From an optimization exercise on the open Yosys and OpenROAD flow, aimed at a short achievable clock period and few clock cycles; shortcuts taken in it are not production practice.
Only simulation tests tie the RTL to the original design; equivalence was not proved.
Power is estimated from default activity; no workload was simulated.

// icache_ctrl
module icache_ctrl #(
  parameter int RAM_AW = 10,
  parameter int DATA_W = 32,
  parameter int CPU_AW = 18
) (
  input  logic              clk,
  input  logic              rst_n,
  input  logic              cpu_req,
  input  logic [CPU_AW-1:0] cpu_addr,
  output logic              cpu_ready,
  output logic              cpu_rvalid,
  output logic [DATA_W-1:0] cpu_rdata,
  input  logic              inv,
  output logic              ram_wr_en,
  output logic [RAM_AW-1:0] ram_wr_addr,
  output logic [DATA_W-1:0] ram_wr_data,
  output logic [RAM_AW-1:0] ram_rd_addr,
  input  logic [DATA_W-1:0] ram_rd_data,
  output logic              mem_req,
  output logic [CPU_AW-1:0] mem_addr,
  input  logic              mem_gnt,
  input  logic              mem_rvalid,
  input  logic [DATA_W-1:0] mem_rdata,
  output logic [15:0]       stat_hit_cnt,
  output logic [15:0]       stat_miss_cnt
);
clock: 8.0 ns
lec_check: 0
abc_clock_period_in_ps: 3000
cap_margin: 20
core_margin: 2
core_utilization: 40
place_density: 0.5
setup_slack_margin: 4.8
slew_margin: 20
run.sh (not shown) runs the stock make flow with config.mk's settings and CLKGATE_MAP_FILE= SYNTH_SCRIPT=/design/flow/synth_recipe.tcl, a recipe that flattens the netlist after the stock synthesis.
The baseline produced a clean layout.
Testbench counts at the start, summed over its fixed seeds: cycles 24,679.
Then changed:
--- a/flow/design.v
+++ b/flow/design.v
@@ -36,18 +36,19 @@
   localparam int RQW = 6;
   localparam int FQ  = 16;
   localparam int FQW = 4;
   logic [NUM_LINES-1:0] valid_q;
   logic [TAG_W-1:0]     tag_mem [NUM_LINES];
   logic                 ready_q;
   logic [RQW:0]         occ_q;           
   logic [RQW-1:0]       rq_tail_q, rq_head_q, rq_wp_q;    
   logic [RQ-1:0]        head_oh;                         
+  logic [RQ-1:0]        head_d_oh;                       
   logic                 s1_v;
   logic [CPU_AW-1:0]    s1_addr;
   logic [RQW-1:0]       s1_slot;
   logic [NLO-1:0]       s1_lo_oh;          
   logic                 s2_v;
   logic [CPU_AW-1:0]    s2_addr;
   logic [RQW-1:0]       s2_slot;
   logic [RQ-1:0]        s2_slot_oh;
   logic                 s3_v, s3_have, s3_bv;
@@ -156,37 +157,38 @@
   logic [DATA_W-1:0] s2_d;
   assign s2_d = s2_alt ? s2_alt_d : ram_rd_data;
   logic s2_bv;
   assign s2_bv = s2_hit && dep_cur && (beat_q == s2_word);
   logic [FQW-1:0] s2_ws;
   assign s2_ws = s2_miss ? f_tail_q : dep_slot;
   logic [RQ-1:0] cap_vec, s3w_vec, bv_n;
   logic              s3_cap, s3_dv, s3_wt, s3_bvn;
   logic [DATA_W-1:0] s3_dd;
-  assign s3_cap = s3_bv && wr_en_q;
+  assign s3_cap = s3_bv;
   assign s3_dv  = s3_have || s3_cap;
   assign s3_wt  = !s3_dv;
   assign s3_dd  = s3_cap ? wr_data_q : s3_d;
-  assign s3_bvn = s3_wt && act_q && (s3_ws == f_head_q) && (s3_word == beat_q);
+  assign s3_bvn = s3_wt && act_q && (s3_ws == f_head_q) && (s3_word == beat_q) && mem_rvalid;
   always_comb begin
     for (int i = 0; i < RQ; i++) begin
-      cap_vec[i] = bv_q[i] && wr_en_q;
+      cap_vec[i] = bv_q[i];
       s3w_vec[i] = s3_v && s3_slot_oh[i];
       bv_n[i]    = s3w_vec[i] ? s3_bvn
-                 : (e_wt[i] && !cap_vec[i] && act_q && (e_ws[i] == f_head_q) && (e_ww[i] == beat_q));
+                 : (e_wt[i] && !cap_vec[i] && act_q && (e_ws[i] == f_head_q) && (e_ww[i] == beat_q)
+                    && mem_rvalid);
     end
   end
   logic [DATA_W-1:0] h_d;
   logic [RQ-1:0] d_col [DATA_W];
   always_comb begin
     for (int b = 0; b < DATA_W; b++) begin
       for (int i = 0; i < RQ; i++) d_col[b][i] = e_d[i][b];
-      h_d[b] = |(head_oh & d_col[b]);
+      h_d[b] = |(head_d_oh & d_col[b]);
     end
   end
   logic h_v, cap_head, beat_head, resp;
   assign h_v       = (rq_head_q != rq_wp_q);
   assign cap_head  = h_wt_q && wr_en_q && (wr_slot_q == h_ws_q) && (wr_addr_q[1:0] == h_ww_q);
   assign beat_head = h_wt_q && act_q && (f_head_q == h_ws_q) && (beat_q == h_ww_q);
   assign resp      = h_v && (h_dv_q || cap_head || (beat_head && mem_rvalid));
   logic [RQ-1:0] head_n_oh;
   logic [RQW-1:0] head_n;
@@ -203,20 +205,20 @@
   logic [RQ-1:0] ws_col [FQW];
   logic [RQ-1:0] ww_col [2];
   always_comb begin
     for (int b = 0; b < FQW; b++)
       for (int i = 0; i < RQ; i++) ws_col[b][i] = e_ws[i][b];
     for (int b = 0; b < 2; b++)
       for (int i = 0; i < RQ; i++) ww_col[b][i] = e_ww[i][b];
   end
   logic cap0, cap1;
-  assign cap0   = wr_en_q && |(head_oh & bv_q);
-  assign cap1   = wr_en_q && |(hp1_oh & bv_q);
+  assign cap0   = |(head_oh & bv_q);
+  assign cap1   = |(hp1_oh & bv_q);
   assign hq_dv0 = |(head_oh & e_dv) || cap0;
   assign hq_wt0 = |(head_oh & e_wt) && !cap0;
   assign hq_dv1 = |(hp1_oh & e_dv) || cap1;
   assign hq_wt1 = |(hp1_oh & e_wt) && !cap1;
   always_comb begin
     for (int b = 0; b < FQW; b++) begin
       hq_ws0[b] = |(head_oh & ws_col[b]);
       hq_ws1[b] = |(hp1_oh & ws_col[b]);
     end
@@ -411,19 +413,20 @@
         if (s3_slot_oh[i]) begin
           e_d[i]  <= s3_dd;
           e_ws[i] <= s3_ws;
           e_ww[i] <= s3_word;
         end
     end
     s3_slot    <= s2_slot;
     s3_slot_oh <= s2_slot_oh;
     s3_have    <= s2_have;
-    s3_bv      <= s2_bv;
+    s3_bv      <= s2_bv && mem_rvalid;
+    head_d_oh  <= head_n_oh;
     s3_ws      <= s2_ws;
     s3_word    <= s2_word;
     s3_d       <= s2_d;
     inv_clr    <= iv[2];
     if (alloc) f_line[f_tail_q] <= s2_addr[CPU_AW-1:2];
     req_line_q <= (act_q && last_beat) ? fl_h1 : fl_h0;
     ready_o   <= ready_n;
     rv_o      <= resp;
     wr_en_o   <= beat_in;
Effect:
- cell count grows by 0.34%
- sequential cell count grows by 64
- maximum frequency grows by 4.2%
- synthesized cell count hardly moves
- power stays flat
- first-iteration DRC count shrinks by 7.5%
- global-route usage shrinks by 0.67 points
- utilization shrinks by 0.49 points
- clock-buffer cell count shrinks by 10
- cell area shrinks by 0.82%
- register-to-register slack gets better by 140 ps
- wire length shrinks by 1.6%
- die area grows by 0.39%
- critical path depth shrinks by 2
Testbench counts after the change, summed over its fixed seeds: cycles 24,679.

-- what the ideal ports hide --
No port has a modelled driver above. Below, the same layouts with a new extraction and two added sets of constraints.
Step 1 sets driving cells, clkbuf_16 on the clock port and buf_2 on the other inputs (assumed; they add their load-dependent delay and slew).
Step 2, shift: input delay + t, output delay - t, t = (earliest + latest rising clock arrival at the registers) / 2. This alone moves slack from input paths to output paths.
Slacks: ideal ports / drivers / drivers and shift; pairs: ideal ports / drivers.
run	t, ns	setup slack, ns	worst setup path after step 2	cell pins on the clock port's net
the first run	1.280	4.507 / 4.507 / 4.073	input to register	1
the second run	1.271	4.646 / 4.575 / 3.719	input to register	1
After both steps every run listed still meets setup and hold. The setup slack of the second run, which loses most, moves by -0.071 ns with the drivers and by -0.927 ns with both steps.
